What follows belongs to an exercise in optimizing a design on an open flow for small area and a short achievable clock period; a production flow would make more cautious choices. No run shown here included a check of the RTL's function; only the layout flow was run. Power and IR drop assume default switching activity.

<file path="flow/flow/run.sh">
#!/bin/bash
# Standard layout, with strong buffers on the ports and sizing free to change
# a cell's footprint. The make output goes to flow_make.log here; each ORFS
# step keeps its own log under orfs/logs.
set -euo pipefail
bash standard.sh \
    BUFFER_PORTS_ARGS="-buffer_cell sky130_fd_sc_hd__buf_4" \
    MATCH_CELL_FOOTPRINT=0 \
    finish > flow_make.log 2>&1
</file>
<file path="flow/standard.sh">
#!/bin/bash
# synth_recipe.tcl (not shown) runs the flow's synth.tcl, then flattens the netlist and writes it again
# the make line also repeats each setting of config.mk as NAME=value (left out here)
make -C /OpenROAD-flow-scripts/flow DESIGN_CONFIG=/design/flow/config.mk WORK_HOME=/design/flow/orfs CLKGATE_MAP_FILE= SYNTH_SCRIPT=/design/flow/synth_recipe.tcl "${@:-finish}"
</file>
<file path="flow/config.mk">
export PLATFORM = sky130hd
export DESIGN_NAME = fc_layer
export DESIGN_NICKNAME = fc_layer
export VERILOG_FILES = /design/flow/design.v
export SDC_FILE = /design/flow/constraint.sdc
export NUM_CORES = 4
export LEC_CHECK = 0
export ABC_CLOCK_PERIOD_IN_PS = 2500
export CAP_MARGIN = 20
export CORE_MARGIN = 2
export CORE_UTILIZATION = 40
export SETUP_SLACK_MARGIN = 5
export SLEW_MARGIN = 20
</file>
<file path="flow/constraint.sdc">
create_clock -name core_clock -period 8.0 [get_ports {clk}]
set_input_delay 1.6000 -clock core_clock [delete_from_list [all_inputs] [get_ports {clk}]]
set_output_delay 1.6000 -clock core_clock [all_outputs]
set_load 0.01 [all_outputs]
</file>
<file path="flow/design.v">
`timescale 1ns/1ps
module fc_layer (
    input  logic        clk,
    input  logic        rstn,
    input  logic        r_valid,
    input  logic [31:0] in_data,
    output logic        t_valid,
    output logic [31:0] out_data
);
    logic [3:0] cnt;
    logic       w_first, w_second, w_weight, w_bias;
    assign w_first  = r_valid && (cnt == 4'd2 || cnt == 4'd4 || cnt == 4'd6 || cnt == 4'd8);
    assign w_second = r_valid && (cnt == 4'd3 || cnt == 4'd5 || cnt == 4'd7 || cnt == 4'd9);
    assign w_weight = w_first || w_second;
    assign w_bias   = r_valid && (cnt == 4'd10);
    logic       start0;   
    logic       fin0;     
    logic       sb0;      
    logic [1:0] nid0;     
    always_ff @(posedge clk or negedge rstn) begin
        if (!rstn) begin
            cnt    <= '0;
            start0 <= 1'b0;
            fin0   <= 1'b0;
            sb0    <= 1'b0;
            nid0   <= '0;
        end else begin
            if (r_valid) cnt <= (cnt == 4'd10) ? 4'd0 : cnt + 4'd1;
            start0 <= w_first;
            fin0   <= w_second && (cnt != 4'd9);
            sb0    <= w_bias;
            nid0   <= cnt[2:1] - 2'd1;
        end
    end
    logic [31:0] feat_p, feat_q;
    always_ff @(posedge clk) begin
        if (r_valid && (cnt == 4'd0 || cnt >= 4'd3))
            feat_p <= (cnt == 4'd0) ? in_data : (cnt == 4'd10) ? 32'h0100_0000 : feat_q;
        if (r_valid && (cnt == 4'd1 || (cnt >= 4'd3 && cnt <= 4'd9)))
            feat_q <= (cnt == 4'd1) ? in_data : feat_p;
    end
    logic [3:0] neg0, one0, two0, neg1, one1, two1, neg2, one2, two2, neg3, one3, two3;
    for (genvar k = 0; k < 4; k++) begin : g_enc
        logic [8:0] wx;
        logic [3:0] ng, on, tw;
        logic [3:0] ng_q, on_q, tw_q;
        assign wx = {in_data[8*k +: 8], 1'b0};
        for (genvar m = 0; m < 4; m++) begin : g_dig
            assign ng[m] = wx[2*m+2];
            assign on[m] = wx[2*m+1] ^ wx[2*m];
            assign tw[m] = (wx[2*m+2] & ~wx[2*m+1] & ~wx[2*m]) | (~wx[2*m+2] & wx[2*m+1] & wx[2*m]);
        end
        always_ff @(posedge clk) begin
            ng_q <= ng & {4{r_valid}};
            on_q <= on & {4{r_valid}};
            tw_q <= tw & {4{r_valid}};
        end
    end
    assign {neg0, one0, two0} = {g_enc[0].ng_q, g_enc[0].on_q, g_enc[0].tw_q};
    assign {neg1, one1, two1} = {g_enc[1].ng_q, g_enc[1].on_q, g_enc[1].tw_q};
    assign {neg2, one2, two2} = {g_enc[2].ng_q, g_enc[2].on_q, g_enc[2].tw_q};
    assign {neg3, one3, two3} = {g_enc[3].ng_q, g_enc[3].on_q, g_enc[3].tw_q};
    logic [7:0] bias_b [3];
    assign bias_b[0] = {neg0[3], one0[3] ^ neg0[2], neg0[2], one0[2] ^ neg0[1], neg0[1], one0[1] ^ neg0[0], neg0[0], one0[0]};
    assign bias_b[1] = {neg1[3], one1[3] ^ neg1[2], neg1[2], one1[2] ^ neg1[1], neg1[1], one1[1] ^ neg1[0], neg1[0], one1[0]};
    assign bias_b[2] = {neg2[3], one2[3] ^ neg2[2], neg2[2], one2[2] ^ neg2[1], neg2[1], one2[1] ^ neg2[0], neg2[0], one2[0]};
    logic [7:0] xf0, xf1, xf2, xf3;
    assign {xf3, xf2, xf1, xf0} = feat_p;
    logic [18:0] acc_s, acc_c, acc_sk, acc_ck;
    logic        keep1;
    assign acc_sk = acc_s & {19{keep1}};
    assign acc_ck = acc_c & {19{keep1}};
    wire r0 = ((one0[0] & xf0[0])) ^ neg0[0];
    wire r1 = ((one0[0] & xf0[1]) | (two0[0] & xf0[0])) ^ neg0[0];
    wire r2 = ((one0[0] & xf0[2]) | (two0[0] & xf0[1])) ^ neg0[0];
    wire r3 = ((one0[0] & xf0[3]) | (two0[0] & xf0[2])) ^ neg0[0];
    wire r4 = ((one0[0] & xf0[4]) | (two0[0] & xf0[3])) ^ neg0[0];
    wire r5 = ((one0[0] & xf0[5]) | (two0[0] & xf0[4])) ^ neg0[0];
    wire r6 = ((one0[0] & xf0[6]) | (two0[0] & xf0[5])) ^ neg0[0];
    wire r7 = ((one0[0] & xf0[7]) | (two0[0] & xf0[6])) ^ neg0[0];
    wire r8 = ((one0[0] & xf0[7]) | (two0[0] & xf0[7])) ^ neg0[0];
    wire r9 = ~(((one0[0] & xf0[7]) | (two0[0] & xf0[7])) ^ neg0[0]);
    wire r10 = ((one0[1] & xf0[0])) ^ neg0[1];
    wire r11 = ((one0[1] & xf0[1]) | (two0[1] & xf0[0])) ^ neg0[1];
    wire r12 = ((one0[1] & xf0[2]) | (two0[1] & xf0[1])) ^ neg0[1];
    wire r13 = ((one0[1] & xf0[3]) | (two0[1] & xf0[2])) ^ neg0[1];
    wire r14 = ((one0[1] & xf0[4]) | (two0[1] & xf0[3])) ^ neg0[1];
    wire r15 = ((one0[1] & xf0[5]) | (two0[1] & xf0[4])) ^ neg0[1];
    wire r16 = ((one0[1] & xf0[6]) | (two0[1] & xf0[5])) ^ neg0[1];
    wire r17 = ((one0[1] & xf0[7]) | (two0[1] & xf0[6])) ^ neg0[1];
    wire r18 = ((one0[1] & xf0[7]) | (two0[1] & xf0[7])) ^ neg0[1];
    wire r19 = ~(((one0[1] & xf0[7]) | (two0[1] & xf0[7])) ^ neg0[1]);
    wire r20 = ((one0[2] & xf0[0])) ^ neg0[2];
    wire r21 = ((one0[2] & xf0[1]) | (two0[2] & xf0[0])) ^ neg0[2];
    wire r22 = ((one0[2] & xf0[2]) | (two0[2] & xf0[1])) ^ neg0[2];
    wire r23 = ((one0[2] & xf0[3]) | (two0[2] & xf0[2])) ^ neg0[2];
    wire r24 = ((one0[2] & xf0[4]) | (two0[2] & xf0[3])) ^ neg0[2];
    wire r25 = ((one0[2] & xf0[5]) | (two0[2] & xf0[4])) ^ neg0[2];
    wire r26 = ((one0[2] & xf0[6]) | (two0[2] & xf0[5])) ^ neg0[2];
    wire r27 = ((one0[2] & xf0[7]) | (two0[2] & xf0[6])) ^ neg0[2];
    wire r28 = ((one0[2] & xf0[7]) | (two0[2] & xf0[7])) ^ neg0[2];
    wire r29 = ~(((one0[2] & xf0[7]) | (two0[2] & xf0[7])) ^ neg0[2]);
    wire r30 = ((one0[3] & xf0[0])) ^ neg0[3];
    wire r31 = ((one0[3] & xf0[1]) | (two0[3] & xf0[0])) ^ neg0[3];
    wire r32 = ((one0[3] & xf0[2]) | (two0[3] & xf0[1])) ^ neg0[3];
    wire r33 = ((one0[3] & xf0[3]) | (two0[3] & xf0[2])) ^ neg0[3];
    wire r34 = ((one0[3] & xf0[4]) | (two0[3] & xf0[3])) ^ neg0[3];
    wire r35 = ((one0[3] & xf0[5]) | (two0[3] & xf0[4])) ^ neg0[3];
    wire r36 = ((one0[3] & xf0[6]) | (two0[3] & xf0[5])) ^ neg0[3];
    wire r37 = ((one0[3] & xf0[7]) | (two0[3] & xf0[6])) ^ neg0[3];
    wire r38 = ((one0[3] & xf0[7]) | (two0[3] & xf0[7])) ^ neg0[3];
    wire r39 = ~(((one0[3] & xf0[7]) | (two0[3] & xf0[7])) ^ neg0[3]);
    wire r40 = ((one1[0] & xf1[0])) ^ neg1[0];
    wire r41 = ((one1[0] & xf1[1]) | (two1[0] & xf1[0])) ^ neg1[0];
    wire r42 = ((one1[0] & xf1[2]) | (two1[0] & xf1[1])) ^ neg1[0];
    wire r43 = ((one1[0] & xf1[3]) | (two1[0] & xf1[2])) ^ neg1[0];
    wire r44 = ((one1[0] & xf1[4]) | (two1[0] & xf1[3])) ^ neg1[0];
    wire r45 = ((one1[0] & xf1[5]) | (two1[0] & xf1[4])) ^ neg1[0];
    wire r46 = ((one1[0] & xf1[6]) | (two1[0] & xf1[5])) ^ neg1[0];
    wire r47 = ((one1[0] & xf1[7]) | (two1[0] & xf1[6])) ^ neg1[0];
    wire r48 = ((one1[0] & xf1[7]) | (two1[0] & xf1[7])) ^ neg1[0];
    wire r49 = ~(((one1[0] & xf1[7]) | (two1[0] & xf1[7])) ^ neg1[0]);
    wire r50 = ((one1[1] & xf1[0])) ^ neg1[1];
    wire r51 = ((one1[1] & xf1[1]) | (two1[1] & xf1[0])) ^ neg1[1];
    wire r52 = ((one1[1] & xf1[2]) | (two1[1] & xf1[1])) ^ neg1[1];
    wire r53 = ((one1[1] & xf1[3]) | (two1[1] & xf1[2])) ^ neg1[1];
    wire r54 = ((one1[1] & xf1[4]) | (two1[1] & xf1[3])) ^ neg1[1];
    wire r55 = ((one1[1] & xf1[5]) | (two1[1] & xf1[4])) ^ neg1[1];
    wire r56 = ((one1[1] & xf1[6]) | (two1[1] & xf1[5])) ^ neg1[1];
    wire r57 = ((one1[1] & xf1[7]) | (two1[1] & xf1[6])) ^ neg1[1];
    wire r58 = ((one1[1] & xf1[7]) | (two1[1] & xf1[7])) ^ neg1[1];
    wire r59 = ~(((one1[1] & xf1[7]) | (two1[1] & xf1[7])) ^ neg1[1]);
    wire r60 = ((one1[2] & xf1[0])) ^ neg1[2];
    wire r61 = ((one1[2] & xf1[1]) | (two1[2] & xf1[0])) ^ neg1[2];
    wire r62 = ((one1[2] & xf1[2]) | (two1[2] & xf1[1])) ^ neg1[2];
    wire r63 = ((one1[2] & xf1[3]) | (two1[2] & xf1[2])) ^ neg1[2];
    wire r64 = ((one1[2] & xf1[4]) | (two1[2] & xf1[3])) ^ neg1[2];
    wire r65 = ((one1[2] & xf1[5]) | (two1[2] & xf1[4])) ^ neg1[2];
    wire r66 = ((one1[2] & xf1[6]) | (two1[2] & xf1[5])) ^ neg1[2];
    wire r67 = ((one1[2] & xf1[7]) | (two1[2] & xf1[6])) ^ neg1[2];
    wire r68 = ((one1[2] & xf1[7]) | (two1[2] & xf1[7])) ^ neg1[2];
    wire r69 = ~(((one1[2] & xf1[7]) | (two1[2] & xf1[7])) ^ neg1[2]);
    wire r70 = ((one1[3] & xf1[0])) ^ neg1[3];
    wire r71 = ((one1[3] & xf1[1]) | (two1[3] & xf1[0])) ^ neg1[3];
    wire r72 = ((one1[3] & xf1[2]) | (two1[3] & xf1[1])) ^ neg1[3];
    wire r73 = ((one1[3] & xf1[3]) | (two1[3] & xf1[2])) ^ neg1[3];
    wire r74 = ((one1[3] & xf1[4]) | (two1[3] & xf1[3])) ^ neg1[3];
    wire r75 = ((one1[3] & xf1[5]) | (two1[3] & xf1[4])) ^ neg1[3];
    wire r76 = ((one1[3] & xf1[6]) | (two1[3] & xf1[5])) ^ neg1[3];
    wire r77 = ((one1[3] & xf1[7]) | (two1[3] & xf1[6])) ^ neg1[3];
    wire r78 = ((one1[3] & xf1[7]) | (two1[3] & xf1[7])) ^ neg1[3];
    wire r79 = ~(((one1[3] & xf1[7]) | (two1[3] & xf1[7])) ^ neg1[3]);
    wire r80 = ((one2[0] & xf2[0])) ^ neg2[0];
    wire r81 = ((one2[0] & xf2[1]) | (two2[0] & xf2[0])) ^ neg2[0];
    wire r82 = ((one2[0] & xf2[2]) | (two2[0] & xf2[1])) ^ neg2[0];
    wire r83 = ((one2[0] & xf2[3]) | (two2[0] & xf2[2])) ^ neg2[0];
    wire r84 = ((one2[0] & xf2[4]) | (two2[0] & xf2[3])) ^ neg2[0];
    wire r85 = ((one2[0] & xf2[5]) | (two2[0] & xf2[4])) ^ neg2[0];
    wire r86 = ((one2[0] & xf2[6]) | (two2[0] & xf2[5])) ^ neg2[0];
    wire r87 = ((one2[0] & xf2[7]) | (two2[0] & xf2[6])) ^ neg2[0];
    wire r88 = ((one2[0] & xf2[7]) | (two2[0] & xf2[7])) ^ neg2[0];
    wire r89 = ~(((one2[0] & xf2[7]) | (two2[0] & xf2[7])) ^ neg2[0]);
    wire r90 = ((one2[1] & xf2[0])) ^ neg2[1];
    wire r91 = ((one2[1] & xf2[1]) | (two2[1] & xf2[0])) ^ neg2[1];
    wire r92 = ((one2[1] & xf2[2]) | (two2[1] & xf2[1])) ^ neg2[1];
    wire r93 = ((one2[1] & xf2[3]) | (two2[1] & xf2[2])) ^ neg2[1];
    wire r94 = ((one2[1] & xf2[4]) | (two2[1] & xf2[3])) ^ neg2[1];
    wire r95 = ((one2[1] & xf2[5]) | (two2[1] & xf2[4])) ^ neg2[1];
    wire r96 = ((one2[1] & xf2[6]) | (two2[1] & xf2[5])) ^ neg2[1];
    wire r97 = ((one2[1] & xf2[7]) | (two2[1] & xf2[6])) ^ neg2[1];
    wire r98 = ((one2[1] & xf2[7]) | (two2[1] & xf2[7])) ^ neg2[1];
    wire r99 = ~(((one2[1] & xf2[7]) | (two2[1] & xf2[7])) ^ neg2[1]);
    wire r100 = ((one2[2] & xf2[0])) ^ neg2[2];
    wire r101 = ((one2[2] & xf2[1]) | (two2[2] & xf2[0])) ^ neg2[2];
    wire r102 = ((one2[2] & xf2[2]) | (two2[2] & xf2[1])) ^ neg2[2];
    wire r103 = ((one2[2] & xf2[3]) | (two2[2] & xf2[2])) ^ neg2[2];
    wire r104 = ((one2[2] & xf2[4]) | (two2[2] & xf2[3])) ^ neg2[2];
    wire r105 = ((one2[2] & xf2[5]) | (two2[2] & xf2[4])) ^ neg2[2];
    wire r106 = ((one2[2] & xf2[6]) | (two2[2] & xf2[5])) ^ neg2[2];
    wire r107 = ((one2[2] & xf2[7]) | (two2[2] & xf2[6])) ^ neg2[2];
    wire r108 = ((one2[2] & xf2[7]) | (two2[2] & xf2[7])) ^ neg2[2];
    wire r109 = ~(((one2[2] & xf2[7]) | (two2[2] & xf2[7])) ^ neg2[2]);
    wire r110 = ((one2[3] & xf2[0])) ^ neg2[3];
    wire r111 = ((one2[3] & xf2[1]) | (two2[3] & xf2[0])) ^ neg2[3];
    wire r112 = ((one2[3] & xf2[2]) | (two2[3] & xf2[1])) ^ neg2[3];
    wire r113 = ((one2[3] & xf2[3]) | (two2[3] & xf2[2])) ^ neg2[3];
    wire r114 = ((one2[3] & xf2[4]) | (two2[3] & xf2[3])) ^ neg2[3];
    wire r115 = ((one2[3] & xf2[5]) | (two2[3] & xf2[4])) ^ neg2[3];
    wire r116 = ((one2[3] & xf2[6]) | (two2[3] & xf2[5])) ^ neg2[3];
    wire r117 = ((one2[3] & xf2[7]) | (two2[3] & xf2[6])) ^ neg2[3];
    wire r118 = ((one2[3] & xf2[7]) | (two2[3] & xf2[7])) ^ neg2[3];
    wire r119 = ~(((one2[3] & xf2[7]) | (two2[3] & xf2[7])) ^ neg2[3]);
    wire r120 = ((one3[0] & xf3[0])) ^ neg3[0];
    wire r121 = ((one3[0] & xf3[1]) | (two3[0] & xf3[0])) ^ neg3[0];
    wire r122 = ((one3[0] & xf3[2]) | (two3[0] & xf3[1])) ^ neg3[0];
    wire r123 = ((one3[0] & xf3[3]) | (two3[0] & xf3[2])) ^ neg3[0];
    wire r124 = ((one3[0] & xf3[4]) | (two3[0] & xf3[3])) ^ neg3[0];
    wire r125 = ((one3[0] & xf3[5]) | (two3[0] & xf3[4])) ^ neg3[0];
    wire r126 = ((one3[0] & xf3[6]) | (two3[0] & xf3[5])) ^ neg3[0];
    wire r127 = ((one3[0] & xf3[7]) | (two3[0] & xf3[6])) ^ neg3[0];
    wire r128 = ((one3[0] & xf3[7]) | (two3[0] & xf3[7])) ^ neg3[0];
    wire r129 = ~(((one3[0] & xf3[7]) | (two3[0] & xf3[7])) ^ neg3[0]);
    wire r130 = ((one3[1] & xf3[0])) ^ neg3[1];
    wire r131 = ((one3[1] & xf3[1]) | (two3[1] & xf3[0])) ^ neg3[1];
    wire r132 = ((one3[1] & xf3[2]) | (two3[1] & xf3[1])) ^ neg3[1];
    wire r133 = ((one3[1] & xf3[3]) | (two3[1] & xf3[2])) ^ neg3[1];
    wire r134 = ((one3[1] & xf3[4]) | (two3[1] & xf3[3])) ^ neg3[1];
    wire r135 = ((one3[1] & xf3[5]) | (two3[1] & xf3[4])) ^ neg3[1];
    wire r136 = ((one3[1] & xf3[6]) | (two3[1] & xf3[5])) ^ neg3[1];
    wire r137 = ((one3[1] & xf3[7]) | (two3[1] & xf3[6])) ^ neg3[1];
    wire r138 = ((one3[1] & xf3[7]) | (two3[1] & xf3[7])) ^ neg3[1];
    wire r139 = ~(((one3[1] & xf3[7]) | (two3[1] & xf3[7])) ^ neg3[1]);
    wire r140 = ((one3[2] & xf3[0])) ^ neg3[2];
    wire r141 = ((one3[2] & xf3[1]) | (two3[2] & xf3[0])) ^ neg3[2];
    wire r142 = ((one3[2] & xf3[2]) | (two3[2] & xf3[1])) ^ neg3[2];
    wire r143 = ((one3[2] & xf3[3]) | (two3[2] & xf3[2])) ^ neg3[2];
    wire r144 = ((one3[2] & xf3[4]) | (two3[2] & xf3[3])) ^ neg3[2];
    wire r145 = ((one3[2] & xf3[5]) | (two3[2] & xf3[4])) ^ neg3[2];
    wire r146 = ((one3[2] & xf3[6]) | (two3[2] & xf3[5])) ^ neg3[2];
    wire r147 = ((one3[2] & xf3[7]) | (two3[2] & xf3[6])) ^ neg3[2];
    wire r148 = ((one3[2] & xf3[7]) | (two3[2] & xf3[7])) ^ neg3[2];
    wire r149 = ~(((one3[2] & xf3[7]) | (two3[2] & xf3[7])) ^ neg3[2]);
    wire r150 = ((one3[3] & xf3[0])) ^ neg3[3];
    wire r151 = ((one3[3] & xf3[1]) | (two3[3] & xf3[0])) ^ neg3[3];
    wire r152 = ((one3[3] & xf3[2]) | (two3[3] & xf3[1])) ^ neg3[3];
    wire r153 = ((one3[3] & xf3[3]) | (two3[3] & xf3[2])) ^ neg3[3];
    wire r154 = ((one3[3] & xf3[4]) | (two3[3] & xf3[3])) ^ neg3[3];
    wire r155 = ((one3[3] & xf3[5]) | (two3[3] & xf3[4])) ^ neg3[3];
    wire r156 = ((one3[3] & xf3[6]) | (two3[3] & xf3[5])) ^ neg3[3];
    wire r157 = ((one3[3] & xf3[7]) | (two3[3] & xf3[6])) ^ neg3[3];
    wire r158 = ((one3[3] & xf3[7]) | (two3[3] & xf3[7])) ^ neg3[3];
    wire r159 = ~(((one3[3] & xf3[7]) | (two3[3] & xf3[7])) ^ neg3[3]);
    wire x160 = neg0[0] ^ neg1[0];
    wire s161 = x160 ^ neg2[0];
    wire c162 = (neg0[0] & neg1[0]) | (neg2[0] & x160);
    wire x163 = neg0[1] ^ neg1[1];
    wire s164 = x163 ^ neg2[1];
    wire c165 = (neg0[1] & neg1[1]) | (neg2[1] & x163);
    wire x166 = neg3[1] ^ r2;
    wire s167 = x166 ^ r10;
    wire c168 = (neg3[1] & r2) | (r10 & x166);
    wire x169 = r42 ^ r50;
    wire s170 = x169 ^ r82;
    wire c171 = (r42 & r50) | (r82 & x169);
    wire x172 = c165 ^ r3;
    wire s173 = x172 ^ r11;
    wire c174 = (c165 & r3) | (r11 & x172);
    wire x175 = r43 ^ r51;
    wire s176 = x175 ^ r83;
    wire c177 = (r43 & r51) | (r83 & x175);
    wire s178 = r91 ^ r123;
    wire c179 = r91 & r123;
    wire x180 = neg0[2] ^ neg1[2];
    wire s181 = x180 ^ neg2[2];
    wire c182 = (neg0[2] & neg1[2]) | (neg2[2] & x180);
    wire x183 = neg3[2] ^ r4;
    wire s184 = x183 ^ r12;
    wire c185 = (neg3[2] & r4) | (r12 & x183);
    wire x186 = r20 ^ r44;
    wire s187 = x186 ^ r52;
    wire c188 = (r20 & r44) | (r52 & x186);
    wire x189 = r60 ^ r84;
    wire s190 = x189 ^ r92;
    wire c191 = (r60 & r84) | (r92 & x189);
    wire x192 = r100 ^ r124;
    wire s193 = x192 ^ r132;
    wire c194 = (r100 & r124) | (r132 & x192);
    wire x195 = r140 ^ s181;
    wire s196 = x195 ^ c179;
    wire c197 = (r140 & s181) | (c179 & x195);
    wire s198 = c174 ^ c177;
    wire c199 = c174 & c177;
    wire x200 = c182 ^ r5;
    wire s201 = x200 ^ r13;
    wire c202 = (c182 & r5) | (r13 & x200);
    wire x203 = r21 ^ r45;
    wire s204 = x203 ^ r53;
    wire c205 = (r21 & r45) | (r53 & x203);
    wire x206 = r61 ^ r85;
    wire s207 = x206 ^ r93;
    wire c208 = (r61 & r85) | (r93 & x206);
    wire x209 = r101 ^ r125;
    wire s210 = x209 ^ r133;
    wire c211 = (r101 & r125) | (r133 & x209);
    wire x212 = r141 ^ c185;
    wire s213 = x212 ^ c188;
    wire c214 = (r141 & c185) | (c188 & x212);
    wire x215 = c191 ^ c194;
    wire s216 = x215 ^ s201;
    wire c217 = (c191 & c194) | (s201 & x215);
    wire s218 = s204 ^ s207;
    wire c219 = s204 & s207;
    wire x220 = neg0[3] ^ neg1[3];
    wire s221 = x220 ^ neg2[3];
    wire c222 = (neg0[3] & neg1[3]) | (neg2[3] & x220);
    wire x223 = neg3[3] ^ r6;
    wire s224 = x223 ^ r14;
    wire c225 = (neg3[3] & r6) | (r14 & x223);
    wire x226 = r22 ^ r30;
    wire s227 = x226 ^ r46;
    wire c228 = (r22 & r30) | (r46 & x226);
    wire x229 = r54 ^ r62;
    wire s230 = x229 ^ r70;
    wire c231 = (r54 & r62) | (r70 & x229);
    wire x232 = r86 ^ r94;
    wire s233 = x232 ^ r102;
    wire c234 = (r86 & r94) | (r102 & x232);
    wire x235 = r110 ^ r126;
    wire s236 = x235 ^ r134;
    wire c237 = (r110 & r126) | (r134 & x235);
    wire x238 = r142 ^ r150;
    wire s239 = x238 ^ s221;
    wire c240 = (r142 & r150) | (s221 & x238);
    wire x241 = c202 ^ c205;
    wire s242 = x241 ^ c208;
    wire c243 = (c202 & c205) | (c208 & x241);
    wire x244 = c211 ^ s224;
    wire s245 = x244 ^ s227;
    wire c246 = (c211 & s224) | (s227 & x244);
    wire x247 = s230 ^ s233;
    wire s248 = x247 ^ s236;
    wire c249 = (s230 & s233) | (s236 & x247);
    wire s250 = s239 ^ c219;
    wire c251 = s239 & c219;
    wire x252 = c222 ^ r7;
    wire s253 = x252 ^ r15;
    wire c254 = (c222 & r7) | (r15 & x252);
    wire x255 = r23 ^ r31;
    wire s256 = x255 ^ r47;
    wire c257 = (r23 & r31) | (r47 & x255);
    wire x258 = r55 ^ r63;
    wire s259 = x258 ^ r71;
    wire c260 = (r55 & r63) | (r71 & x258);
    wire x261 = r87 ^ r95;
    wire s262 = x261 ^ r103;
    wire c263 = (r87 & r95) | (r103 & x261);
    wire x264 = r111 ^ r127;
    wire s265 = x264 ^ r135;
    wire c266 = (r111 & r127) | (r135 & x264);
    wire x267 = r143 ^ r151;
    wire s268 = x267 ^ c225;
    wire c269 = (r143 & r151) | (c225 & x267);
    wire x270 = c228 ^ c231;
    wire s271 = x270 ^ c234;
    wire c272 = (c228 & c231) | (c234 & x270);
    wire x273 = c237 ^ c240;
    wire s274 = x273 ^ s253;
    wire c275 = (c237 & c240) | (s253 & x273);
    wire x276 = s256 ^ s259;
    wire s277 = x276 ^ s262;
    wire c278 = (s256 & s259) | (s262 & x276);
    wire x279 = s265 ^ c243;
    wire s280 = x279 ^ c246;
    wire c281 = (s265 & c243) | (c246 & x279);
    wire s282 = c249 ^ s268;
    wire c283 = c249 & s268;
    wire x284 = r8 ^ r16;
    wire s285 = x284 ^ r24;
    wire c286 = (r8 & r16) | (r24 & x284);
    wire x287 = r32 ^ r48;
    wire s288 = x287 ^ r56;
    wire c289 = (r32 & r48) | (r56 & x287);
    wire x290 = r64 ^ r72;
    wire s291 = x290 ^ r88;
    wire c292 = (r64 & r72) | (r88 & x290);
    wire x293 = r96 ^ r104;
    wire s294 = x293 ^ r112;
    wire c295 = (r96 & r104) | (r112 & x293);
    wire x296 = r128 ^ r136;
    wire s297 = x296 ^ r144;
    wire c298 = (r128 & r136) | (r144 & x296);
    wire x299 = r152 ^ c254;
    wire s300 = x299 ^ c257;
    wire c301 = (r152 & c254) | (c257 & x299);
    wire x302 = c260 ^ c263;
    wire s303 = x302 ^ c266;
    wire c304 = (c260 & c263) | (c266 & x302);
    wire x305 = s285 ^ s288;
    wire s306 = x305 ^ s291;
    wire c307 = (s285 & s288) | (s291 & x305);
    wire x308 = s294 ^ s297;
    wire s309 = x308 ^ c269;
    wire c310 = (s294 & s297) | (c269 & x308);
    wire x311 = c272 ^ c275;
    wire s312 = x311 ^ c278;
    wire c313 = (c272 & c275) | (c278 & x311);
    wire s314 = s300 ^ s303;
    wire c315 = s300 & s303;
    wire x316 = r9 ^ r17;
    wire s317 = x316 ^ r25;
    wire c318 = (r9 & r17) | (r25 & x316);
    wire x319 = r33 ^ r49;
    wire s320 = x319 ^ r57;
    wire c321 = (r33 & r49) | (r57 & x319);
    wire x322 = r65 ^ r73;
    wire s323 = x322 ^ r89;
    wire c324 = (r65 & r73) | (r89 & x322);
    wire x325 = r97 ^ r105;
    wire s326 = x325 ^ r113;
    wire c327 = (r97 & r105) | (r113 & x325);
    wire x328 = r129 ^ r137;
    wire s329 = x328 ^ r145;
    wire c330 = (r129 & r137) | (r145 & x328);
    wire x331 = r153 ^ c286;
    wire s332 = x331 ^ c289;
    wire c333 = (r153 & c286) | (c289 & x331);
    wire x334 = c292 ^ c295;
    wire s335 = x334 ^ c298;
    wire c336 = (c292 & c295) | (c298 & x334);
    wire x337 = s317 ^ s320;
    wire s338 = x337 ^ s323;
    wire c339 = (s317 & s320) | (s323 & x337);
    wire x340 = s326 ^ s329;
    wire s341 = x340 ^ c301;
    wire c342 = (s326 & s329) | (c301 & x340);
    wire x343 = c304 ^ c307;
    wire s344 = x343 ^ s332;
    wire c345 = (c304 & c307) | (s332 & x343);
    wire s346 = s335 ^ s338;
    wire c347 = s335 & s338;
    wire x348 = r18 ^ r26;
    wire s349 = x348 ^ r34;
    wire c350 = (r18 & r26) | (r34 & x348);
    wire x351 = r58 ^ r66;
    wire s352 = x351 ^ r74;
    wire c353 = (r58 & r66) | (r74 & x351);
    wire x354 = r98 ^ r106;
    wire s355 = x354 ^ r114;
    wire c356 = (r98 & r106) | (r114 & x354);
    wire x357 = r138 ^ r146;
    wire s358 = x357 ^ r154;
    wire c359 = (r138 & r146) | (r154 & x357);
    wire x360 = c318 ^ c321;
    wire s361 = x360 ^ c324;
    wire c362 = (c318 & c321) | (c324 & x360);
    wire x363 = c327 ^ c330;
    wire s364 = x363 ^ s349;
    wire c365 = (c327 & c330) | (s349 & x363);
    wire x366 = s352 ^ s355;
    wire s367 = x366 ^ s358;
    wire c368 = (s352 & s355) | (s358 & x366);
    wire x369 = c333 ^ c336;
    wire s370 = x369 ^ c339;
    wire c371 = (c333 & c336) | (c339 & x369);
    wire s372 = s361 ^ s364;
    wire c373 = s361 & s364;
    wire x374 = 1'b1 ^ r19;
    wire s375 = x374 ^ r27;
    wire c376 = (1'b1 & r19) | (r27 & x374);
    wire x377 = r35 ^ r59;
    wire s378 = x377 ^ r67;
    wire c379 = (r35 & r59) | (r67 & x377);
    wire x380 = r75 ^ r99;
    wire s381 = x380 ^ r107;
    wire c382 = (r75 & r99) | (r107 & x380);
    wire x383 = r115 ^ r139;
    wire s384 = x383 ^ r147;
    wire c385 = (r115 & r139) | (r147 & x383);
    wire x386 = r155 ^ c350;
    wire s387 = x386 ^ c353;
    wire c388 = (r155 & c350) | (c353 & x386);
    wire x389 = c356 ^ c359;
    wire s390 = x389 ^ s375;
    wire c391 = (c356 & c359) | (s375 & x389);
    wire x392 = s378 ^ s381;
    wire s393 = x392 ^ s384;
    wire c394 = (s378 & s381) | (s384 & x392);
    wire x395 = c362 ^ c365;
    wire s396 = x395 ^ c368;
    wire c397 = (c362 & c365) | (c368 & x395);
    wire x398 = 1'b1 ^ r28;
    wire s399 = x398 ^ r36;
    wire c400 = (1'b1 & r28) | (r36 & x398);
    wire x401 = r68 ^ r76;
    wire s402 = x401 ^ r108;
    wire c403 = (r68 & r76) | (r108 & x401);
    wire x404 = r116 ^ r148;
    wire s405 = x404 ^ r156;
    wire c406 = (r116 & r148) | (r156 & x404);
    wire x407 = c376 ^ c379;
    wire s408 = x407 ^ c382;
    wire c409 = (c376 & c379) | (c382 & x407);
    wire x410 = c385 ^ s399;
    wire s411 = x410 ^ s402;
    wire c412 = (c385 & s399) | (s402 & x410);
    wire s413 = s405 ^ c388;
    wire c414 = s405 & c388;
    wire x415 = r29 ^ r37;
    wire s416 = x415 ^ r69;
    wire c417 = (r29 & r37) | (r69 & x415);
    wire x418 = r77 ^ r109;
    wire s419 = x418 ^ r117;
    wire c420 = (r77 & r109) | (r117 & x418);
    wire x421 = r149 ^ r157;
    wire s422 = x421 ^ c400;
    wire c423 = (r149 & r157) | (c400 & x421);
    wire x424 = c403 ^ c406;
    wire s425 = x424 ^ s416;
    wire c426 = (c403 & c406) | (s416 & x424);
    wire x427 = 1'b1 ^ r38;
    wire s428 = x427 ^ r78;
    wire c429 = (1'b1 & r38) | (r78 & x427);
    wire s430 = r118 ^ r158;
    wire c431 = r118 & r158;
    logic pa0_0, pa0_1, pa0_2, pa0_3, pa0_4, pa0_5, pa1_0, pa1_1, pa1_2, pa1_3, pa1_4, pa2_0, pa2_1, pa2_2, pa2_3, pa2_4, pa2_5, pa3_0, pa3_1, pa3_2, pa3_3, pa3_4, pa3_5, pa4_0, pa4_1, pa4_2, pa4_3, pa4_4, pa4_5, pa5_0, pa5_1, pa5_2, pa5_3, pa5_4, pa5_5, pa6_0, pa6_1, pa6_2, pa6_3, pa6_4, pa6_5, pa7_0, pa7_1, pa7_2, pa7_3, pa7_4, pa7_5, pa8_0, pa8_1, pa8_2, pa8_3, pa8_4, pa8_5, pa9_0, pa9_1, pa9_2, pa9_3, pa9_4, pa9_5, pa10_0, pa10_1, pa10_2, pa10_3, pa10_4, pa10_5, pa11_0, pa11_1, pa11_2, pa11_3, pa11_4, pa11_5, pa12_0, pa12_1, pa12_2, pa12_3, pa12_4, pa12_5, pa13_0, pa13_1, pa13_2, pa13_3, pa13_4, pa13_5, pa14_0, pa14_1, pa14_2, pa14_3, pa14_4, pa14_5, pa15_0, pa15_1, pa15_2, pa15_3, pa15_4, pa15_5;
    always_ff @(posedge clk) begin
        pa0_0 <= neg3[0];
        pa0_1 <= r0;
        pa0_2 <= r40;
        pa0_3 <= r80;
        pa0_4 <= r120;
        pa0_5 <= s161;
        pa1_0 <= r1;
        pa1_1 <= r41;
        pa1_2 <= r81;
        pa1_3 <= r121;
        pa1_4 <= c162;
        pa2_0 <= r90;
        pa2_1 <= r122;
        pa2_2 <= r130;
        pa2_3 <= s164;
        pa2_4 <= s167;
        pa2_5 <= s170;
        pa3_0 <= r131;
        pa3_1 <= c168;
        pa3_2 <= c171;
        pa3_3 <= s173;
        pa3_4 <= s176;
        pa3_5 <= s178;
        pa4_0 <= s184;
        pa4_1 <= s187;
        pa4_2 <= s190;
        pa4_3 <= s193;
        pa4_4 <= s196;
        pa4_5 <= s198;
        pa5_0 <= s210;
        pa5_1 <= c197;
        pa5_2 <= c199;
        pa5_3 <= s213;
        pa5_4 <= s216;
        pa5_5 <= s218;
        pa6_0 <= c214;
        pa6_1 <= c217;
        pa6_2 <= s242;
        pa6_3 <= s245;
        pa6_4 <= s248;
        pa6_5 <= s250;
        pa7_0 <= s271;
        pa7_1 <= c251;
        pa7_2 <= s274;
        pa7_3 <= s277;
        pa7_4 <= s280;
        pa7_5 <= s282;
        pa8_0 <= s306;
        pa8_1 <= c283;
        pa8_2 <= c281;
        pa8_3 <= s309;
        pa8_4 <= s312;
        pa8_5 <= s314;
        pa9_0 <= c315;
        pa9_1 <= c310;
        pa9_2 <= c313;
        pa9_3 <= s341;
        pa9_4 <= s344;
        pa9_5 <= s346;
        pa10_0 <= s367;
        pa10_1 <= c347;
        pa10_2 <= c342;
        pa10_3 <= c345;
        pa10_4 <= s370;
        pa10_5 <= s372;
        pa11_0 <= s387;
        pa11_1 <= s390;
        pa11_2 <= s393;
        pa11_3 <= c373;
        pa11_4 <= c371;
        pa11_5 <= s396;
        pa12_0 <= c391;
        pa12_1 <= c394;
        pa12_2 <= s408;
        pa12_3 <= s411;
        pa12_4 <= c397;
        pa12_5 <= s413;
        pa13_0 <= s419;
        pa13_1 <= c409;
        pa13_2 <= c412;
        pa13_3 <= s422;
        pa13_4 <= c414;
        pa13_5 <= s425;
        pa14_0 <= c417;
        pa14_1 <= c420;
        pa14_2 <= s428;
        pa14_3 <= c423;
        pa14_4 <= c426;
        pa14_5 <= s430;
        pa15_0 <= r39;
        pa15_1 <= r79;
        pa15_2 <= r119;
        pa15_3 <= r159;
        pa15_4 <= c429;
        pa15_5 <= c431;
    end
    wire x432 = pa0_0 ^ pa0_1;
    wire s433 = x432 ^ pa0_2;
    wire c434 = (pa0_0 & pa0_1) | (pa0_2 & x432);
    wire x435 = pa0_3 ^ pa0_4;
    wire s436 = x435 ^ pa0_5;
    wire c437 = (pa0_3 & pa0_4) | (pa0_5 & x435);
    wire x438 = acc_sk[0] ^ acc_ck[0];
    wire s439 = x438 ^ s433;
    wire c440 = (acc_sk[0] & acc_ck[0]) | (s433 & x438);
    wire x441 = pa1_0 ^ pa1_1;
    wire s442 = x441 ^ pa1_2;
    wire c443 = (pa1_0 & pa1_1) | (pa1_2 & x441);
    wire x444 = pa1_3 ^ pa1_4;
    wire s445 = x444 ^ acc_sk[1];
    wire c446 = (pa1_3 & pa1_4) | (acc_sk[1] & x444);
    wire x447 = acc_ck[1] ^ c434;
    wire s448 = x447 ^ c437;
    wire c449 = (acc_ck[1] & c434) | (c437 & x447);
    wire x450 = s442 ^ s445;
    wire s451 = x450 ^ c440;
    wire c452 = (s442 & s445) | (c440 & x450);
    wire x453 = pa2_0 ^ pa2_1;
    wire s454 = x453 ^ pa2_2;
    wire c455 = (pa2_0 & pa2_1) | (pa2_2 & x453);
    wire x456 = pa2_3 ^ pa2_4;
    wire s457 = x456 ^ pa2_5;
    wire c458 = (pa2_3 & pa2_4) | (pa2_5 & x456);
    wire x459 = acc_sk[2] ^ acc_ck[2];
    wire s460 = x459 ^ c443;
    wire c461 = (acc_sk[2] & acc_ck[2]) | (c443 & x459);
    wire x462 = s454 ^ s457;
    wire s463 = x462 ^ c446;
    wire c464 = (s454 & s457) | (c446 & x462);
    wire x465 = c449 ^ s460;
    wire s466 = x465 ^ s463;
    wire c467 = (c449 & s460) | (s463 & x465);
    wire x468 = pa3_0 ^ pa3_1;
    wire s469 = x468 ^ pa3_2;
    wire c470 = (pa3_0 & pa3_1) | (pa3_2 & x468);
    wire x471 = pa3_3 ^ pa3_4;
    wire s472 = x471 ^ pa3_5;
    wire c473 = (pa3_3 & pa3_4) | (pa3_5 & x471);
    wire x474 = acc_sk[3] ^ acc_ck[3];
    wire s475 = x474 ^ c455;
    wire c476 = (acc_sk[3] & acc_ck[3]) | (c455 & x474);
    wire x477 = c458 ^ s469;
    wire s478 = x477 ^ s472;
    wire c479 = (c458 & s469) | (s472 & x477);
    wire x480 = c461 ^ s475;
    wire s481 = x480 ^ s478;
    wire c482 = (c461 & s475) | (s478 & x480);
    wire s483 = c464 ^ s481;
    wire c484 = c464 & s481;
    wire x485 = pa4_0 ^ pa4_1;
    wire s486 = x485 ^ pa4_2;
    wire c487 = (pa4_0 & pa4_1) | (pa4_2 & x485);
    wire x488 = pa4_3 ^ pa4_4;
    wire s489 = x488 ^ pa4_5;
    wire c490 = (pa4_3 & pa4_4) | (pa4_5 & x488);
    wire x491 = acc_sk[4] ^ acc_ck[4];
    wire s492 = x491 ^ c470;
    wire c493 = (acc_sk[4] & acc_ck[4]) | (c470 & x491);
    wire x494 = c473 ^ s486;
    wire s495 = x494 ^ s489;
    wire c496 = (c473 & s486) | (s489 & x494);
    wire x497 = c476 ^ c479;
    wire s498 = x497 ^ s492;
    wire c499 = (c476 & c479) | (s492 & x497);
    wire x500 = s495 ^ c482;
    wire s501 = x500 ^ s498;
    wire c502 = (s495 & c482) | (s498 & x500);
    wire x503 = pa5_0 ^ pa5_1;
    wire s504 = x503 ^ pa5_2;
    wire c505 = (pa5_0 & pa5_1) | (pa5_2 & x503);
    wire x506 = pa5_3 ^ pa5_4;
    wire s507 = x506 ^ pa5_5;
    wire c508 = (pa5_3 & pa5_4) | (pa5_5 & x506);
    wire x509 = acc_sk[5] ^ acc_ck[5];
    wire s510 = x509 ^ c487;
    wire c511 = (acc_sk[5] & acc_ck[5]) | (c487 & x509);
    wire x512 = c490 ^ s504;
    wire s513 = x512 ^ s507;
    wire c514 = (c490 & s504) | (s507 & x512);
    wire x515 = c493 ^ c496;
    wire s516 = x515 ^ s510;
    wire c517 = (c493 & c496) | (s510 & x515);
    wire x518 = s513 ^ c499;
    wire s519 = x518 ^ s516;
    wire c520 = (s513 & c499) | (s516 & x518);
    wire x521 = pa6_0 ^ pa6_1;
    wire s522 = x521 ^ pa6_2;
    wire c523 = (pa6_0 & pa6_1) | (pa6_2 & x521);
    wire x524 = pa6_3 ^ pa6_4;
    wire s525 = x524 ^ pa6_5;
    wire c526 = (pa6_3 & pa6_4) | (pa6_5 & x524);
    wire x527 = acc_sk[6] ^ acc_ck[6];
    wire s528 = x527 ^ c505;
    wire c529 = (acc_sk[6] & acc_ck[6]) | (c505 & x527);
    wire x530 = c508 ^ s522;
    wire s531 = x530 ^ s525;
    wire c532 = (c508 & s522) | (s525 & x530);
    wire x533 = c511 ^ c514;
    wire s534 = x533 ^ s528;
    wire c535 = (c511 & c514) | (s528 & x533);
    wire x536 = s531 ^ c517;
    wire s537 = x536 ^ s534;
    wire c538 = (s531 & c517) | (s534 & x536);
    wire x539 = pa7_0 ^ pa7_1;
    wire s540 = x539 ^ pa7_2;
    wire c541 = (pa7_0 & pa7_1) | (pa7_2 & x539);
    wire x542 = pa7_3 ^ pa7_4;
    wire s543 = x542 ^ pa7_5;
    wire c544 = (pa7_3 & pa7_4) | (pa7_5 & x542);
    wire x545 = acc_sk[7] ^ acc_ck[7];
    wire s546 = x545 ^ c523;
    wire c547 = (acc_sk[7] & acc_ck[7]) | (c523 & x545);
    wire x548 = c526 ^ s540;
    wire s549 = x548 ^ s543;
    wire c550 = (c526 & s540) | (s543 & x548);
    wire x551 = c529 ^ c532;
    wire s552 = x551 ^ s546;
    wire c553 = (c529 & c532) | (s546 & x551);
    wire x554 = s549 ^ c535;
    wire s555 = x554 ^ s552;
    wire c556 = (s549 & c535) | (s552 & x554);
    wire x557 = pa8_0 ^ pa8_1;
    wire s558 = x557 ^ pa8_2;
    wire c559 = (pa8_0 & pa8_1) | (pa8_2 & x557);
    wire x560 = pa8_3 ^ pa8_4;
    wire s561 = x560 ^ pa8_5;
    wire c562 = (pa8_3 & pa8_4) | (pa8_5 & x560);
    wire x563 = acc_sk[8] ^ acc_ck[8];
    wire s564 = x563 ^ c541;
    wire c565 = (acc_sk[8] & acc_ck[8]) | (c541 & x563);
    wire x566 = c544 ^ s558;
    wire s567 = x566 ^ s561;
    wire c568 = (c544 & s558) | (s561 & x566);
    wire x569 = c547 ^ c550;
    wire s570 = x569 ^ s564;
    wire c571 = (c547 & c550) | (s564 & x569);
    wire x572 = s567 ^ c553;
    wire s573 = x572 ^ s570;
    wire c574 = (s567 & c553) | (s570 & x572);
    wire x575 = pa9_0 ^ pa9_1;
    wire s576 = x575 ^ pa9_2;
    wire c577 = (pa9_0 & pa9_1) | (pa9_2 & x575);
    wire x578 = pa9_3 ^ pa9_4;
    wire s579 = x578 ^ pa9_5;
    wire c580 = (pa9_3 & pa9_4) | (pa9_5 & x578);
    wire x581 = acc_sk[9] ^ acc_ck[9];
    wire s582 = x581 ^ c559;
    wire c583 = (acc_sk[9] & acc_ck[9]) | (c559 & x581);
    wire x584 = c562 ^ s576;
    wire s585 = x584 ^ s579;
    wire c586 = (c562 & s576) | (s579 & x584);
    wire x587 = c565 ^ c568;
    wire s588 = x587 ^ s582;
    wire c589 = (c565 & c568) | (s582 & x587);
    wire x590 = s585 ^ c571;
    wire s591 = x590 ^ s588;
    wire c592 = (s585 & c571) | (s588 & x590);
    wire x593 = pa10_0 ^ pa10_1;
    wire s594 = x593 ^ pa10_2;
    wire c595 = (pa10_0 & pa10_1) | (pa10_2 & x593);
    wire x596 = pa10_3 ^ pa10_4;
    wire s597 = x596 ^ pa10_5;
    wire c598 = (pa10_3 & pa10_4) | (pa10_5 & x596);
    wire x599 = acc_sk[10] ^ acc_ck[10];
    wire s600 = x599 ^ c577;
    wire c601 = (acc_sk[10] & acc_ck[10]) | (c577 & x599);
    wire x602 = c580 ^ s594;
    wire s603 = x602 ^ s597;
    wire c604 = (c580 & s594) | (s597 & x602);
    wire x605 = c583 ^ c586;
    wire s606 = x605 ^ s600;
    wire c607 = (c583 & c586) | (s600 & x605);
    wire x608 = s603 ^ c589;
    wire s609 = x608 ^ s606;
    wire c610 = (s603 & c589) | (s606 & x608);
    wire x611 = pa11_0 ^ pa11_1;
    wire s612 = x611 ^ pa11_2;
    wire c613 = (pa11_0 & pa11_1) | (pa11_2 & x611);
    wire x614 = pa11_3 ^ pa11_4;
    wire s615 = x614 ^ pa11_5;
    wire c616 = (pa11_3 & pa11_4) | (pa11_5 & x614);
    wire x617 = acc_sk[11] ^ acc_ck[11];
    wire s618 = x617 ^ c595;
    wire c619 = (acc_sk[11] & acc_ck[11]) | (c595 & x617);
    wire x620 = c598 ^ s612;
    wire s621 = x620 ^ s615;
    wire c622 = (c598 & s612) | (s615 & x620);
    wire x623 = c601 ^ c604;
    wire s624 = x623 ^ s618;
    wire c625 = (c601 & c604) | (s618 & x623);
    wire x626 = s621 ^ c607;
    wire s627 = x626 ^ s624;
    wire c628 = (s621 & c607) | (s624 & x626);
    wire x629 = pa12_0 ^ pa12_1;
    wire s630 = x629 ^ pa12_2;
    wire c631 = (pa12_0 & pa12_1) | (pa12_2 & x629);
    wire x632 = pa12_3 ^ pa12_4;
    wire s633 = x632 ^ pa12_5;
    wire c634 = (pa12_3 & pa12_4) | (pa12_5 & x632);
    wire x635 = acc_sk[12] ^ acc_ck[12];
    wire s636 = x635 ^ c613;
    wire c637 = (acc_sk[12] & acc_ck[12]) | (c613 & x635);
    wire x638 = c616 ^ s630;
    wire s639 = x638 ^ s633;
    wire c640 = (c616 & s630) | (s633 & x638);
    wire x641 = c619 ^ c622;
    wire s642 = x641 ^ s636;
    wire c643 = (c619 & c622) | (s636 & x641);
    wire x644 = s639 ^ c625;
    wire s645 = x644 ^ s642;
    wire c646 = (s639 & c625) | (s642 & x644);
    wire x647 = pa13_0 ^ pa13_1;
    wire s648 = x647 ^ pa13_2;
    wire c649 = (pa13_0 & pa13_1) | (pa13_2 & x647);
    wire x650 = pa13_3 ^ pa13_4;
    wire s651 = x650 ^ pa13_5;
    wire c652 = (pa13_3 & pa13_4) | (pa13_5 & x650);
    wire x653 = acc_sk[13] ^ acc_ck[13];
    wire s654 = x653 ^ c631;
    wire c655 = (acc_sk[13] & acc_ck[13]) | (c631 & x653);
    wire x656 = c634 ^ s648;
    wire s657 = x656 ^ s651;
    wire c658 = (c634 & s648) | (s651 & x656);
    wire x659 = c637 ^ c640;
    wire s660 = x659 ^ s654;
    wire c661 = (c637 & c640) | (s654 & x659);
    wire x662 = s657 ^ c643;
    wire s663 = x662 ^ s660;
    wire c664 = (s657 & c643) | (s660 & x662);
    wire x665 = pa14_0 ^ pa14_1;
    wire s666 = x665 ^ pa14_2;
    wire c667 = (pa14_0 & pa14_1) | (pa14_2 & x665);
    wire x668 = pa14_3 ^ pa14_4;
    wire s669 = x668 ^ pa14_5;
    wire c670 = (pa14_3 & pa14_4) | (pa14_5 & x668);
    wire x671 = acc_sk[14] ^ acc_ck[14];
    wire s672 = x671 ^ c649;
    wire c673 = (acc_sk[14] & acc_ck[14]) | (c649 & x671);
    wire x674 = c652 ^ s666;
    wire s675 = x674 ^ s669;
    wire c676 = (c652 & s666) | (s669 & x674);
    wire x677 = c655 ^ c658;
    wire s678 = x677 ^ s672;
    wire c679 = (c655 & c658) | (s672 & x677);
    wire x680 = s675 ^ c661;
    wire s681 = x680 ^ s678;
    wire c682 = (s675 & c661) | (s678 & x680);
    wire x683 = pa15_0 ^ pa15_1;
    wire s684 = x683 ^ pa15_2;
    wire c685 = (pa15_0 & pa15_1) | (pa15_2 & x683);
    wire x686 = pa15_3 ^ pa15_4;
    wire s687 = x686 ^ pa15_5;
    wire c688 = (pa15_3 & pa15_4) | (pa15_5 & x686);
    wire x689 = acc_sk[15] ^ acc_ck[15];
    wire s690 = x689 ^ c667;
    wire c691 = (acc_sk[15] & acc_ck[15]) | (c667 & x689);
    wire x692 = c670 ^ s684;
    wire s693 = x692 ^ s687;
    wire c694 = (c670 & s684) | (s687 & x692);
    wire x695 = c673 ^ c676;
    wire s696 = x695 ^ s690;
    wire c697 = (c673 & c676) | (s690 & x695);
    wire x698 = s693 ^ c679;
    wire s699 = x698 ^ s696;
    wire c700 = (s693 & c679) | (s696 & x698);
    wire x701 = 1'b1 ^ acc_sk[16];
    wire s702 = x701 ^ acc_ck[16];
    wire c703 = (1'b1 & acc_sk[16]) | (acc_ck[16] & x701);
    wire x704 = c685 ^ c688;
    wire s705 = x704 ^ s702;
    wire c706 = (c685 & c688) | (s702 & x704);
    wire x707 = c691 ^ c694;
    wire s708 = x707 ^ s705;
    wire c709 = (c691 & c694) | (s705 & x707);
    wire s710 = c697 ^ s708;
    wire c711 = c697 & s708;
    wire x712 = acc_sk[17] ^ acc_ck[17];
    wire s713 = x712 ^ c703;
    wire c714 = (acc_sk[17] & acc_ck[17]) | (c703 & x712);
    wire x715 = c706 ^ s713;
    wire s716 = x715 ^ c709;
    wire c717 = (c706 & s713) | (c709 & x715);
    wire x718 = 1'b1 ^ acc_sk[18];
    wire s719 = x718 ^ acc_ck[18];
    wire s720 = s719 ^ c714;
    always_ff @(posedge clk) begin
        acc_s <= {c717, c711, c700, c682, c664, c646, c628, c610, c592, c574, c556, c538, c520, c502, c484, c467, c452, s448, s436};
        acc_c <= {s720, s716, s710, s699, s681, s663, s645, s627, s609, s591, s573, s555, s537, s519, s501, s483, s466, s451, s439};
    end
    logic       fin1, sb1, fin2, sb2;
    logic [1:0] nid1, nid2;
    always_ff @(posedge clk or negedge rstn) begin
        if (!rstn) begin
            keep1   <= 1'b0;
            fin1    <= 1'b0;
            sb1     <= 1'b0;
            nid1    <= '0;
            fin2    <= 1'b0;
            sb2     <= 1'b0;
            nid2    <= '0;
            t_valid <= 1'b0;
        end else begin
            keep1   <= !start0;
            fin1    <= fin0;
            sb1     <= sb0;
            nid1    <= nid0;
            fin2    <= fin1;
            sb2     <= sb1;
            nid2    <= nid1;
            t_valid <= sb2;
        end
    end
    logic [18:0] tot;
    assign tot = acc_s + acc_c;
    logic signed [10:0] tot_hi;
    assign tot_hi = tot[18:8];
    logic signed [10:0] held_h [3];
    logic [7:0]         held_l [3];
    always_ff @(posedge clk) begin
        for (int j = 0; j < 3; j++) begin
            if (fin2 && nid2 == 2'(j)) begin
                held_h[j] <= tot_hi;
                held_l[j] <= tot[7:0];
            end
        end
    end
    function automatic logic [7:0] sat(input logic signed [11:0] z);
        if (z > 12'sd127) sat = 8'h7f;
        else if (z < -12'sd128) sat = 8'h80;
        else sat = z[7:0];
    endfunction
    logic [7:0] cand_dn [3];
    logic [7:0] cand_eq [3];
    logic [7:0] cand_up [3];
    logic [2:0] bias_co;
    for (genvar j = 0; j < 3; j++) begin : g_fin
        logic [8:0] lo_sum;
        assign cand_dn[j] = sat($signed({held_h[j][10], held_h[j]}) - 12'sd1);
        assign cand_eq[j] = sat($signed({held_h[j][10], held_h[j]}));
        assign cand_up[j] = sat($signed({held_h[j][10], held_h[j]}) + 12'sd1);
        assign lo_sum     = {1'b0, held_l[j]} + {1'b0, bias_b[j]};
        assign bias_co[j] = lo_sum[8];
    end
    always_ff @(posedge clk) begin
        if (sb0) begin
            for (int j = 0; j < 3; j++)
                out_data[31-8*j -: 8] <= (bias_co[j] == bias_b[j][7]) ? cand_eq[j] :
                                         bias_co[j] ? cand_up[j] : cand_dn[j];
        end
        out_data[7:0] <= (tot_hi > 11'sd127) ? 8'h7f : (tot_hi < -11'sd128) ? 8'h80 : tot_hi[7:0];
    end
endmodule
</file>
==> key figures, run 1 <==
GRT
  • Initial antenna violation count: 0
  • First-pass GRT wire length: 79.68 mm
  • Total congestion overflow: 0
  • Largest net degree at the start of global routing: 55
  • Vias in the first global route: 13720
  • GRT Util Overall: 19.26%

Clock tree
  • H-tree lvl count: 2
  • Reg clk slew, reported paths: 0.06 ns
  • CTS max path bufs: 3
  • CTS tree: done
  • Clk Latency, worst-skew pair: 0.57 ns
  • CTS sink count: 353
  • Total CTS buffers: 41
  • CTS root buffer: clkbuf_16
  • Hold Buf Count CTS: 0

STA
  • Worst Skew: 0.01203 ns
  • Worst slew margin: 37.59%
  • RSZ-0062 raised after global routing: true
  • Final Max Slew Viols: 0
  • Setup TNS: 0 ns
  • Setup Viol. Count Final: 0
  • Period utilization: 36.79%
  • Max Freq: 0.3398 GHz
  • Tightest hold margin: 0.3476 ns
  • Tmin final: 2.943 ns
  • Final hold violation count: 0
  • Slew at the pin closest to its max-slew limit: 0.9361 ns

Final layout
  • FF+latch area: 8635 sq um
  • Multi-input combinational cell area: 11090 sq um
  • Post-layout util: 45.10%
  • Diode count: 0
  • Final Net Count: 2147
  • Fillers: 4815
  • Most frequent cells in the layout: 178 x inv_1, 178 x dfxtp_1, 175 x fa_1
  • Synth-to-layout area growth: 11.40%
  • Fraction of layout cells with a size suffix above 1: 12.28%

Power and ir drop
  • Power density cells: 455.5 nW/um^2
  • Max VDD drop: 0.0001929 V
  • Combinational cell fraction of total power: 50.2%
  • NetSw: 4.417 mW
  • Power Internal: 6.144 mW
  • Sequential share of power: 32.2%
  • Clock share of power: 17.6%
  • Sw Share: 41.82%
  • Leakage: 9.229 nW

Floorplanning
  • IO Pins: 68
  • # rows: 83
  • Chip height: 232.1 um
  • Die Width: 232.1 um
  • Initial Util: 40.49%
  • Die area: 53870 sq um
  • Area of the core: 51410 sq um

Drt
  • Initial DRC count: 893
  • Drt pass-1 iters: 5
  • DR DRC count: 0
  • Via density per instance: 5.197
  • Via count: 13440
  • Remaining antenna violation count: 0
  • DR WL/cell: 19.71 um
  • Final WL: 50.97 mm

Yosys
  • Syn Inst Count: 1894
  • Post-synth EDFFs: 145
  • Seq/Total Area, Yosys: 41.39%
  • Cell area after synthesis: 20810 sq um
  • Ranking of synthesized cells by area: edfxtp_1 21%, dfxtp_1 18%, fa_1 17%
  • YS warnings: 7
  • Avg Cell Area, Syn: 10.99 sq um
  • Synth area leader: edfxtp_1
  • Area share of the largest cell type after synthesis: 20.92%
  • Synthesized net count: 2166
  • Ys flop type: dfxtp_1
  • Count of cell types in the netlist: 81
  • Synth Register Bits: 353
  • FFs w/ async S/R, synth: 5.382%

Setup path
  • Critical path fanouts, max: 10
  • Reg2reg setup slack: 5.06 ns
  • Crit start category: flop
  • Req. time, crit path: 8.30 ns
  • Worst Path Arrival: 3.24 ns
  • Endpoint type of the worst setup path: flop
  • WS Path Type: flop to flop

Place
  • RD Place Congestion: 0.9306
  • Post-DP HPWL: 39.32 mm
  • # port buffers: 67

Run
  • Count of max-cap constraint violations: 0

Worst hold path
  • Worst hold path type: flop to flop

Status
  • Outcome: timing/DRC/antenna clean
-- per-layer routing --
layer	part of all wire, %	vias up	GRT usage (%)
met1	45	6634	25.58
met2	47	375	31.96
met5	0	-	0
met3	4.4	103	2.861
met4	3.7	0	7.031
li1	-	6327	-
-- what timing repair did --
action / 4_1_cts / 5_1_grt
buffers inserted: 2 / 5
pin swaps: 0 / 4
endpoints found under the setup margin: 37 / 36
gates resized for setup: 8 / 26
-- power by group through the flow --
stage               combinational, mW  sequential, mW  clock [mW]
floorplan                        3.87            3.05           0
global placement                 5.09            3.41           0
detailed placement               5.24            3.43           0
CTS                              5.30            3.39        1.91
global route                     6.13            3.47        1.98
finish                           5.30            3.40        1.86
-- registers in the layout, summed over array words and instances, names as in the netlist, 16 cells and up --
name        flops
feat_p         32
g_enc.ng_q     16
g_enc.on_q     16
feat_q         32
held_l         24
held_h         33
acc_s          19
out_data       32
g_enc.tw_q     16
acc_c          19
-- critical path: stages (launching register included) --
cell,delay [ns]
dfxtp_2,0.43
xor2_1,0.18
ha_1,0.27
a21o_1,0.19
a2111oi_1,0.37
o21ai_0,0.20
o21ai_2,0.24
nand2_2,0.19
and2_1,0.20
a2111oi_2,0.34
a21oi_1,0.07
-- cell families (layout without fill, tap and decap cells) --
| group | Yosys count | after routing | synth area share [%] |
|---|---|---|---|
| AO/OA/AOI/OAI | 380 | 380 | 12.54 |
| flip-flops | 353 | 353 | 41.39 |
| adder cells (fa/ha/maj) | 237 | 237 | 20.56 |
| buffers and inverters | 321 | 333 | 5.874 |
| XOR/XNOR | 223 | 223 | 9.493 |
| multiplexers | 38 | 38 | 2.032 |
| AND/OR/NAND/NOR | 342 | 342 | 8.116 |
-- area by class of cell --
type | instances | share of cell area (%)
sequential | 353 | 37.24
multi-input combinational | 1220 | 47.85
clock buffer | 56 | 5.030
timing repair buffer | 79 | 2.558
inverter | 180 | 2.914
clock inverter | 18 | 0.7393
tap | 680 | 3.670
-- metrics by stage --
step           area [sq um]  power (mW)  cells  worst slack (ns)
5_1_grt               23180       11.58   2586             4.931
3_5_place_dp          21680       8.664   2505             4.784
2_1_floorplan         20820       6.925   1894             5.076
3_3_place_gp          21680       8.502   2505             4.806
6_report              23180       10.56   2586             5.057
4_1_cts               23060       10.59   2581             4.924
-- final timing paths --
check                                          from                endpoint  depth (start not counted)
min in group asynchronous                      rstn      cnt[2]$_DFFE_PN0P_                          1
min                                  fin1$_DFF_PN0_          fin2$_DFF_PN0_                          0
max reg2reg                g_enc[1].on_q[2]$_DFF_P_  out_data[17]$_DFFE_PP_                         10
max in group asynchronous                      rstn           sb0$_DFF_PN0_                          1
max                        g_enc[1].on_q[2]$_DFF_P_  out_data[17]$_DFFE_PP_                         10
min reg2reg                          fin1$_DFF_PN0_          fin2$_DFF_PN0_                          0
-- cell usage after synthesis, types with 6 or more instances --
cell type / count
a22o_1: 31
and3_1: 8
xnor2_1: 144
fa_1: 175
inv_1: 178
buf_2: 11
nor3_1: 10
nand4_1: 7
ha_1: 62
nor4_1: 6
o21ai_0: 77
o31ai_1: 6
nor2b_1: 9
clkbuf_1: 121
xor2_1: 76
o21ai_1: 19
a22oi_1: 115
nand3_1: 30
mux2_2: 34
and2_1: 55
dfrtp_1: 19
a31oi_1: 6
buf_1: 8
a21oi_1: 55
a211oi_1: 6
o21a_1: 11
dfxtp_1: 189
nand2b_1: 10
nand2_1: 121
edfxtp_1: 145
nor2_1: 59
==> run 2: changes to the inputs <==
==> flow/run.sh (new file) <==
#!/bin/bash
# synth_recipe.tcl (not shown) runs the flow's synth.tcl, then flattens the netlist and writes it again
# the make line also repeats each setting of config.mk as NAME=value (left out here)
make -C /OpenROAD-flow-scripts/flow DESIGN_CONFIG=/design/flow/config.mk WORK_HOME=/design/flow/orfs CLKGATE_MAP_FILE= SYNTH_SCRIPT=/design/flow/synth_recipe.tcl finish
removed: flow/flow/run.sh
removed: flow/standard.sh
==> run 2 against run 1 <==
Against the previous run: final area grew 0.91%; global-route usage grew 0.058 points; maximum frequency shrank 0.18%; clock power is essentially flat; critical path type unchanged.
==> key figures, run 2 <==
Status
  • Outcome: timing/DRC/antenna clean

Run
  • Count of max-cap constraint violations: 0

Final layout
  • Most frequent cells in the layout: 179 x dfxtp_1, 178 x inv_1, 174 x fa_1
  • Fraction of layout cells with a size suffix above 1: 9.342%
  • FF+latch area: 8632 sq um
  • Multi-input combinational cell area: 11100 sq um
  • Synth-to-layout area growth: 12.41%
  • Diode count: 0
  • Top reg by flops: held_h

Drt
  • Remaining antenna violation count: 0
  • Met2 routed WL: 24.49 mm
  • Initial DRC count: 856
  • Top Layer Used: met4
  • Drt pass-1 iters: 7
  • Wl on met1: 21.68 mm

Yosys
  • YS warnings: 7
  • Synth Register Bits: 353
  • Ranking of synthesized cells by area: edfxtp_1 21%, dfxtp_1 18%, fa_1 17%
  • FFs w/ async S/R, synth: 5.382%
  • Seq/Total Area, Yosys: 41.39%
  • Ys flop type: dfxtp_1
  • Synthesized net count: 2166
  • Synth area leader: edfxtp_1
  • Area share of the largest cell type after synthesis: 20.92%
  • Count of cell types in the netlist: 81
  • Most common cell in the netlist: dfxtp_1
  • Avg Cell Area, Syn: 10.99 sq um
  • Cell area after synthesis: 20810 sq um

Clock tree
  • CTS max path bufs: 3
  • Total CTS buffers: 41
  • Clk Latency, worst-skew pair: 0.58 ns
  • CTS root buffer: clkbuf_16
  • Reg clk slew, reported paths: 0.06 ns
  • H-tree lvl count: 2
  • CTS sink count: 353

Power and ir drop
  • Leakage: 9.281 nW
  • NetSw: 4.402 mW
  • Max VDD drop: 0.0002103 V
  • Combinational cell fraction of total power: 50.2%
  • Sequential share of power: 32.2%
  • Power Internal: 6.142 mW

Setup path
  • Worst Path Arrival: 3.41 ns
  • Most common cell on crit path: fa_1
  • Crit start category: flop
  • WS Path Type: flop to flop
  • Crit-path cells: o21ai_0 -> xnor2_1 -> inv_1 -> fa_1 -> fa_1 -> inv_1 -> fa_1
  • Critical path fanouts, max: 10
  • R2R depth: 7
  • Slowest library cell on the worst path: dfxtp_1
  • Req. time, crit path: 8.46 ns
  • Reg2reg setup slack: 5.05 ns
  • Crit-path max cell delay: 0.58 ns

Floorplanning
  • Initial Util: 40.49%
  • Die Width: 232.1 um
  • IO Pins: 68
  • Area of the core: 51410 sq um
  • # rows: 83
  • Chip height: 232.1 um

Place
  • Post-DP HPWL: 38.80 mm

Worst hold path
  • Worst Hold End: fin1$_DFF_PN0_
  • Worst hold path type: flop to flop
  • Worst hold start: fin0$_DFF_PN0_

STA
  • Setup TNS: 0 ns
  • Max Freq: 0.3391 GHz
  • Worst Skew: 0.01988 ns
  • Setup Viol. Count Final: 0
  • Worst slew margin: 36.20%

GRT
  • Largest net degree at the start of global routing: 55
  • Vias in the first global route: 14150
  • First-pass GRT wire length: 80.07 mm
  • Total congestion overflow: 0
## run 2: cell types whose count changed in the layout (fill, tap and decap cells not counted), moves of 2 or more
cell | before | now
clkbuf_8 | 2 | 9
clkinv_4 | 1 | 3
clkdlybuf4s50_1 | 0 | 34
o32ai_2 | 0 | 2
bufinv_16 | 2 | 0
buf_4 | 79 | 20
and2_2 | 2 | 0
o21ai_2 | 2 | 0
clkbuf_1 | 10 | 5
o21ai_1 | 19 | 21
inv_6 | 2 | 0
and2_4 | 0 | 2
dlygate4sd2_1 | 0 | 33
## run 2: area by class of cell
class,instances,area share [%]
multi-input cells,1220,47.44
clock buffers,57,5.209
flip-flops and latches,353,36.90
well taps,680,3.637
repair buffers,87,3.332
clock inverters,19,0.5936
inverters,180,2.888
## run 2: cell families after synthesis
group                      share of synthesized area, %
AOI/OAI and AO/OA                                 12.54
DFF                                               41.39
and+or+nand+nor                                   8.116
buffers and inverters                             5.874
adders and majority gates                         20.56
xor gates and xnor gates                          9.493
muxes                                             2.032
## run 2: per-stage QoR
stage	util [%]	worst slack (ns)	power [mW]	std cells	cell area, sq um
2_1_floorplan	-	5.076	6.925	1894	20820
3_3_place_gp	42.55	4.354	8.441	2509	21870
3_5_place_dp	42.55	4.341	8.660	2509	21870
4_1_cts	45.22	5.001	10.58	2586	23240
5_1_grt	45.51	4.994	11.58	2596	23390
6_report	45.51	5.051	10.54	2596	23390
## run 2: per-layer routing
layer	vias to the layer above	GRT usage, %
met5	-	0
met4	0	8.373
met3	105	2.579
met2	372	32.70
met1	6741	24.78
li1	6339	-
## run 2: worst max-delay path: cells and delay by family (launching register included)
| family | cells | cell delay (ns) |
|---|---|---|
| AO/OA/AOI/OAI | 1 | 0.20 |
| XOR/XNOR | 1 | 0.51 |
| adder cells (fa/ha/maj) | 3 | 1.30 |
| buffers and inverters | 2 | 0.23 |
| flip-flops | 1 | 0.58 |
## run 2: power groups by stage
stage | Combinational [mW] | Sequential [mW] | Clock [mW]
finish | 5.30 | 3.39 | 1.86
global route | 6.15 | 3.47 | 1.97
CTS | 5.29 | 3.39 | 1.91
detailed placement | 5.24 | 3.42 | 0
global placement | 5.03 | 3.41 | 0
floorplan | 3.87 | 3.05 | 0
## run 2: worst max-delay path by stage
stage,cells after the start,slack (ns),start,to
after floorplan,3,5.08,r_valid,feat_q[0]$_DFFE_PP_
after global placement,3,4.35,r_valid,feat_p[30]$_DFFE_PP_
after detailed placement,3,4.34,r_valid,feat_q[30]$_DFFE_PP_
after CTS,4,5.00,g_enc[0].ng_q[3]$_DFF_P_,pa8_4$_DFF_P_
after global routing,10,4.99,g_enc[1].ng_q[1]$_DFF_P_,out_data[17]$_DFFE_PP_
final,7,5.05,g_enc[0].on_q[1]$_DFF_P_,pa11_5$_DFF_P_
## run 2: timing repair
item | in CTS | in global routing
setup endpoints to repair | 127 | 36
gates resized for setup | 44 | 23
buffers inserted | 1 | 10
pin swaps | 0 | 3

==> what the ideal ports hide <==
The results above use ideal ports. As a check the final layouts listed here were re-extracted and re-timed, cells and wires unchanged.
Step 1, drivers: a clkbuf_16 drives clk and a buf_2 each remaining input, both assumed.
Step 2 times the ports against the registers' clock, not the clock port: input delays grow and output delays shrink by t, the midpoint of the rising clock arrivals with the driver on.
Slacks: ideal / step 1 / step 2; pairs: ideal / step 1.
| run | t (ns) | setup WS [ns] | worst setup path at the end | cell pins on the clock port's net |
|---|---|---|---|---|
| run 1 | 0.617 | 5.057 / 5.057 / 4.788 | input to register | 1 |
| run 2 | 0.631 | 5.051 / 5.051 / 4.642 | input to register | 1 |
After both steps setup and hold are still met in every run listed. For run 2, which loses most, drivers alone change the setup slack by 0.000 ns; drivers and shift together by -0.409 ns.
